This is an optimization exercise on Yosys and OpenROAD, whose aim is small area, not a production implementation.
At most, simulation tests tie the RTL to the original design; equivalence was not proved.
No activity file was given, so power comes from the tool's default toggle rates.

Setup of 08-01:
==> flow/design.v <==
module registerFile
(
    input  logic       clk,
    input  logic       clr,       
    input  logic       we,
    input  logic [4:0] wAddr,
    input  logic [1:0] wDigit,
    input  logic [4:0] aAddr,
    input  logic [4:0] bAddr,
    output logic [1:0] aDigit,
    output logic [1:0] bDigit
);
    logic [31:0] regs [1:31];
    logic [63:0] outs;
    always_ff @(posedge clk) begin
        for (int i = 1; i < 32; i++) begin
            if (clr || (we && wAddr == 5'(i))) begin
                regs[i] <= {wDigit & {2{!clr}}, regs[i][31:2]};
            end else begin
                regs[i] <= {regs[i][1:0], regs[i][31:2]};
            end
        end
    end
    always_comb begin
        outs[1:0] = 2'b00;
        for (int i = 1; i < 32; i++) begin
            outs[2*i +: 2] = regs[i][1:0];
        end
    end
    assign aDigit = outs[2*aAddr +: 2];
    assign bDigit = outs[2*bAddr +: 2];
endmodule
module mipsCpuBus
#(
    parameter logic [31:0] resetVector = 32'hBFC00000
) (
    input  logic        clk,
    input  logic        reset,
    output logic        active,
    output logic [31:0] registerV0,
    output logic [31:0] address,
    output logic        read,
    output logic        write,
    input  logic        waitrequest,
    output logic [31:0] writedata,
    output logic [3:0]  byteenable,
    input  logic [31:0] readdata
);
    localparam logic [3:0] S_FETCH = 4'd0;   
    localparam logic [3:0] S_W1    = 4'd1;   
    localparam logic [3:0] S_EX1   = 4'd2;   
    localparam logic [3:0] S_MEM   = 4'd3;   
    localparam logic [3:0] S_W2    = 4'd4;   
    localparam logic [3:0] S_EX2   = 4'd5;   
    localparam logic [3:0] S_HALT  = 4'd7;   
    localparam logic [3:0] S_DONE  = 4'd8;   
    localparam logic [3:0] S_W2L   = 4'd9;   
    localparam logic [3:0] S_EX2L  = 4'd10;  
    logic [3:0]  state;
    logic [3:0]  ph;
    logic        clr;        
    logic        pend;       
    logic        flag;       
    logic        cMain;      
    logic        cInc;       
    logic        aZero;      
    logic [29:0] A;          
    logic [31:0] N;          
    logic [31:0] WD;         
    logic [31:0] IR;
    wire first = (ph == 4'd0);
    wire last  = (ph == 4'd15);
    wire ex1   = (state == S_EX1);
    wire ex2   = (state == S_EX2);
    wire ex2L  = (state == S_EX2L);
    wire [5:0] op = IR[31:26];
    wire [5:0] fn = IR[5:0];
    wire isR    = !op[5] && !op[3] && !op[2] && !op[1];
    wire iJ     = !op[5] && !op[3] && op[1];
    wire isBr   = !op[5] && !op[3] && op[2];
    wire iBne   = op[0];
    wire isImm  = !op[5] && op[3];
    wire isMem  = op[5];
    wire iSw    = op[3];
    wire iLw    = isMem && !op[3];
    wire [2:0] f3 = isR ? fn[2:0] : op[2:0];
    wire isAlu  = (isR && fn[5]) || isImm;
    wire isSltC = isAlu && (isR ? fn[3] : (f3[2:1] == 2'b01));
    wire sltU   = f3[0];
    wire isLog  = isAlu && f3[2];
    wire iLui   = isLog && f3[1] && f3[0];
    wire subLike = isAlu && !f3[2] && f3[1];
    wire zext   = isImm && f3[2];
    wire isSh   = isR && !fn[5] && !fn[3];
    wire iSll   = isSh && !fn[1];
    wire isSrl  = isSh && fn[1];
    wire iSra   = fn[0];
    wire iJr    = isR && !fn[5] && fn[3];
    wire wrEx1  = isAlu && !isSltC;
    wire wrEx2  = iLw || isSltC || isSh;
    wire [4:0] dest = ex2L ? WD[4:0] : (isR ? IR[15:11] : IR[20:16]);
    wire [4:0] shamt = IR[10:6];
    wire [3:0] shD = shamt[4:1];
    wire       shO = shamt[0];
    logic [1:0] rsD, rtD, wDigit;
    logic       we;
    registerFile u_rf (
        .clk(clk), .clr(clr),
        .we(we), .wAddr(dest), .wDigit(wDigit),
        .aAddr(IR[25:21]), .bAddr(state == S_HALT ? 5'd2 : IR[20:16]),
        .aDigit(rsD), .bDigit(rtD)
    );
    logic [3:0] k;
    logic [1:0] irD, immD, luiD, offD, jD, prevD;
    always_comb begin
        k = {ph[3] ^ (iLui && !ex2L), ph[2:0]};
        irD = IR[2*k +: 2];
    end
    function automatic logic lt4(input logic [3:0] a, input logic [3:0] b);
        lt4 = (!a[3] && b[3])
           || (a[3] == b[3] && ((!a[2] && b[2])
           || (a[2] == b[2] && ((!a[1] && b[1])
           || (a[1] == b[1] && !a[0] && b[0])))));
    endfunction
    wire sgn = IR[15];
    assign immD = !ph[3] ? irD : (zext ? 2'b00 : {sgn, sgn});
    assign luiD = ph[3] ? irD : 2'b00;
    assign offD = first ? 2'b00 : ((!ph[3] || ph[2:0] == 3'd0) ? prevD : {sgn, sgn});
    logic [1:0] pcD;
    logic       cIncOut;
    always_comb begin
        logic [2:0] s;
        s = {1'b0, A[1:0]} + {2'b00, (ph == 4'd1) ? 1'b1 : cInc};
        pcD = first ? 2'b00 : s[1:0];
        cIncOut = s[2];
    end
    assign jD = first ? 2'b00 : (!(ph[3] && ph[2] && ph[1]) ? prevD : pcD);
    logic [1:0] aOp, bRaw, sum, aluD;
    logic       cOut;
    always_comb begin
        logic [2:0] s;
        aOp  = isBr ? pcD : rsD;
        bRaw = isBr ? offD : (isR ? rtD : immD);
        s = {1'b0, aOp} + {1'b0, bRaw ^ {2{subLike}}}
          + {2'b00, first ? subLike : cMain};
        sum  = s[1:0];
        cOut = s[2];
        if (!isLog) aluD = sum;
        else case (f3[1:0])
            2'b00: aluD = rsD & bRaw;
            2'b01: aluD = rsD | bRaw;
            2'b10: aluD = rsD ^ bRaw;
            default: aluD = luiD;
        endcase
    end
    wire eqD   = (rsD == rtD);
    wire taken = (flag && eqD) ^ iBne;
    wire lt    = sltU ? !cOut
               : ((rsD[1] ^ bRaw[1]) ? rsD[1] : sum[1]);
    wire [3:0] m       = ~ph;
    wire       dLeM    = !lt4(m, shD);
    wire       dEqM    = (shD == m);
    wire       sllMask = ex2 && iSll && lt4(ph, shD);
    wire [1:0] fillSh  = iSra ? {WD[31], WD[31]} : 2'b00;
    logic       wdSh;
    logic [1:0] wdIn;
    always_comb begin
        wdSh = 1'b0;
        wdIn = rtD;
        case (state)
            S_EX1: begin
                if (iSw || isSrl) wdSh = 1'b1;
                if (iSll) wdSh = dLeM;
            end
            S_W2: begin
                if (isSrl) wdSh = !dLeM || (shO && dEqM);
                wdIn = fillSh;
            end
            S_EX2: begin
                wdSh = iSll || isSrl;
                wdIn = fillSh;
            end
            S_HALT: wdSh = 1'b1;
            default: ;
        endcase
    end
    logic [1:0] ex2D, mCur;
    always_comb begin
        mCur = sllMask ? 2'b00 : WD[1:0];
        if (ex2L) ex2D = irD;
        else if (isSltC) ex2D = first ? {1'b0, flag} : 2'b00;
        else if (iSll) ex2D = shO ? {mCur[0], first ? 1'b0 : flag} : mCur;
        else ex2D = shO ? {WD[0], flag} : WD[1:0];
    end
    assign we = (ex1 && wrEx1) || (ex2 && wrEx2) || ex2L;
    assign wDigit = ex1 ? aluD : ex2D;
    wire       aSh = !first && (ex1 || ex2L || (ex2 && isMem));
    wire [1:0] aIn = (ex1 && isMem) ? sum : ((!ex1 || pend) ? N[1:0] : pcD);
    logic       nUpd;
    logic [1:0] nD;
    always_comb begin
        nUpd = ex1 && ((isMem && !pend) || isBr || iJ || iJr);
        if (isMem) nD = pcD;
        else if (iJ) nD = jD;
        else if (iJr) nD = rsD;
        else nD = sum;
    end
    assign read = (state == S_FETCH && !aZero) || (state == S_MEM && iLw);
    assign write = (state == S_MEM) && iSw;
    assign address = {A, 2'b00};
    assign writedata = WD;
    assign byteenable = 4'b1111;
    assign active = (state != S_DONE);
    assign registerV0 = WD;
    always_ff @(posedge clk) begin
        N <= {nUpd ? nD : N[1:0], N[31:2]};
        if (aSh) begin
            A <= {aIn, A[29:2]};
            aZero <= (ph == 4'd1 || aZero) && aIn == 2'b00;
        end
        cInc <= cIncOut;
        prevD <= irD;
        cMain <= cOut;
        if (wdSh) begin
            WD <= {wdIn, WD[31:2]};
            flag <= sllMask ? 1'b0 : WD[1];
        end else if (ex1 && iLw) begin
            WD[4:0] <= IR[20:16];
        end
        if (read && !waitrequest) IR <= readdata;
        if (ex1) begin
            if (isBr) flag <= first ? eqD : (flag && eqD);
            else if (last && isSltC) flag <= lt;
        end
        if (reset) begin
            state <= S_FETCH;
            ph <= 4'd0;
            clr <= 1'b1;
            A <= resetVector[31:2];
            aZero <= (resetVector[31:2] == 30'd0);
            pend <= 1'b0;
        end else begin
            ph <= ph + 4'd1;
            if (last) clr <= 1'b0;
            if (ex1 && last) pend <= isBr ? taken : (iJ || iJr);
            case (state)
                S_FETCH: begin
                    if (aZero) begin
                        if (last) state <= S_HALT;
                    end
                    else if (!waitrequest) state <= last ? S_EX1 : S_W1;
                end
                S_W1: if (last) state <= S_EX1;
                S_EX1: if (last) begin
                    if (isMem) state <= S_MEM;
                    else if (isSrl) state <= S_W2;
                    else if (isSltC || iSll) state <= S_EX2;
                    else state <= S_FETCH;
                end
                S_MEM: if (!waitrequest) begin
                    if (iLw) state <= last ? S_EX2L : S_W2L;
                    else state <= last ? S_EX2 : S_W2;
                end
                S_W2L: if (last) state <= S_EX2L;
                S_EX2L: if (last) state <= S_FETCH;
                S_W2: if (last) state <= S_EX2;
                S_EX2: if (last) state <= S_FETCH;
                S_HALT: if (last) state <= S_DONE;
                default: state <= S_DONE;
            endcase
        end
    end
endmodule
clock: 10.0 ns
lec_check: 0
abc_area: 1
cap_margin: 20
core_margin: 2
core_utilization: 60
cts_buf_list: sky130_fd_sc_hd__clkbuf_8
cts_cluster_diameter: 50
cts_cluster_size: 20
slew_margin: 20
standard.sh (not shown) runs the stock make flow with config.mk's settings and CLKGATE_MAP_FILE= SYNTH_SCRIPT=/design/flow/synth_recipe.tcl, a recipe that flattens the netlist after the stock synthesis.
==> flow/flow/run.sh <==
#!/bin/bash
# The standard layout, with two changes: clock tree synthesis inserts no
# dummy loads, and the port buffers use the smallest buffer cell.
set -euo pipefail
export CTS_ARGS="-sink_clustering_enable -repair_clock_nets -sink_clustering_size 20 -sink_clustering_max_diameter 50 -buf_list sky130_fd_sc_hd__clkbuf_8 -dont_use_dummy_load"
export BUFFER_PORTS_ARGS="-buffer_cell sky130_fd_sc_hd__buf_1"
bash standard.sh > flow_standard.log 2>&1
No stage failed in 08-01, and the final checks on the layout all came back clean.
Inputs modified between 08-01 and 05-03:
==> flow/design.v, changed modules only <==
module registerFile
(
    input  logic       clk,
    input  logic       clr,       
    input  logic       we,
    input  logic [4:0] wAddr,
    input  logic [1:0] wDigit,
    input  logic [4:0] aAddr,
    input  logic [4:0] bAddr,
    output logic [1:0] aDigit,
    output logic [1:0] bDigit
);
    logic [31:0] regs [1:31];
    logic [63:0] outs;
    logic [3:0]  selHi;
    logic [7:0]  selLo;
    logic [1:0]  wd;
    always_comb begin
        for (int i = 0; i < 4; i++) selHi[i] = clr || (we && wAddr[4:3] == 2'(i));
        for (int i = 0; i < 8; i++) selLo[i] = clr || wAddr[2:0] == 3'(i);
        wd = wDigit & {2{!clr}};
    end
    always_ff @(posedge clk) begin
        for (int i = 1; i < 32; i++) begin
            if (selHi[i / 8] && selLo[i % 8]) begin
                regs[i] <= {wd, regs[i][31:2]};
            end else begin
                regs[i] <= {regs[i][1:0], regs[i][31:2]};
            end
        end
    end
    always_comb begin
        outs[1:0] = 2'b00;
        for (int i = 1; i < 32; i++) begin
            outs[2*i +: 2] = regs[i][1:0];
        end
    end
    assign aDigit = outs[2*aAddr +: 2];
    assign bDigit = outs[2*bAddr +: 2];
endmodule
==> comparison <==
- The internal power consumption number comes out lower for 05-03 vs 08-01.
- Taking 08-01 as the reference, in 05-03 total instance count after detailed placement fell 15, post-placement worst setup slack fell 0.14 ns, design area fell 0.59%.
- | fraction of layout instances using a drive strength above 1 | 05-03 vs 08-01 | 1.8 points lower |
- Wire length per cell after detailed routing came out lower on 05-03 than on 08-01.
- 05-03 vs. 08-01: initial antenna violation count lost 3; worst setup slack lost 0.0044 ns; total routed wire length on the met1 layer neither gained nor lost much; routed wire length lost about 3%; fraction of area in registers picked up an extra 0.45 points.
- [diff] worst hold margin, 05-03 relative to 08-01: improvement
- Sequential power of 08-01 is on par with 05-03.
For 08-01, only the layout was checked, not whether the RTL still works.

==> static timing again, ports no longer ideal <==
No port has a modelled driver above. Below, the same layouts with a new extraction and two added sets of constraints.
Step 1, drivers: a clkbuf_16 drives clk and a buf_2 each remaining input, both assumed.
Step 2 adds t to the input delays and takes it off the output delays; t is the mean of the earliest and latest rising clock arrival at the registers after step 1. Input paths then give back, and output paths get back, about the clock's delay inside the block.
a / b / c = ideal ports / drivers / drivers and shift; a / b = the first two.
run	t, ns	slack for setup (ns)	worst slew at a driven data input, ns
08-01	0.688	5.067 / 5.067 / 5.067	0.04
05-03	0.703	5.062 / 5.062 / 5.062	0.05
After both steps setup and hold are still met in every run listed.
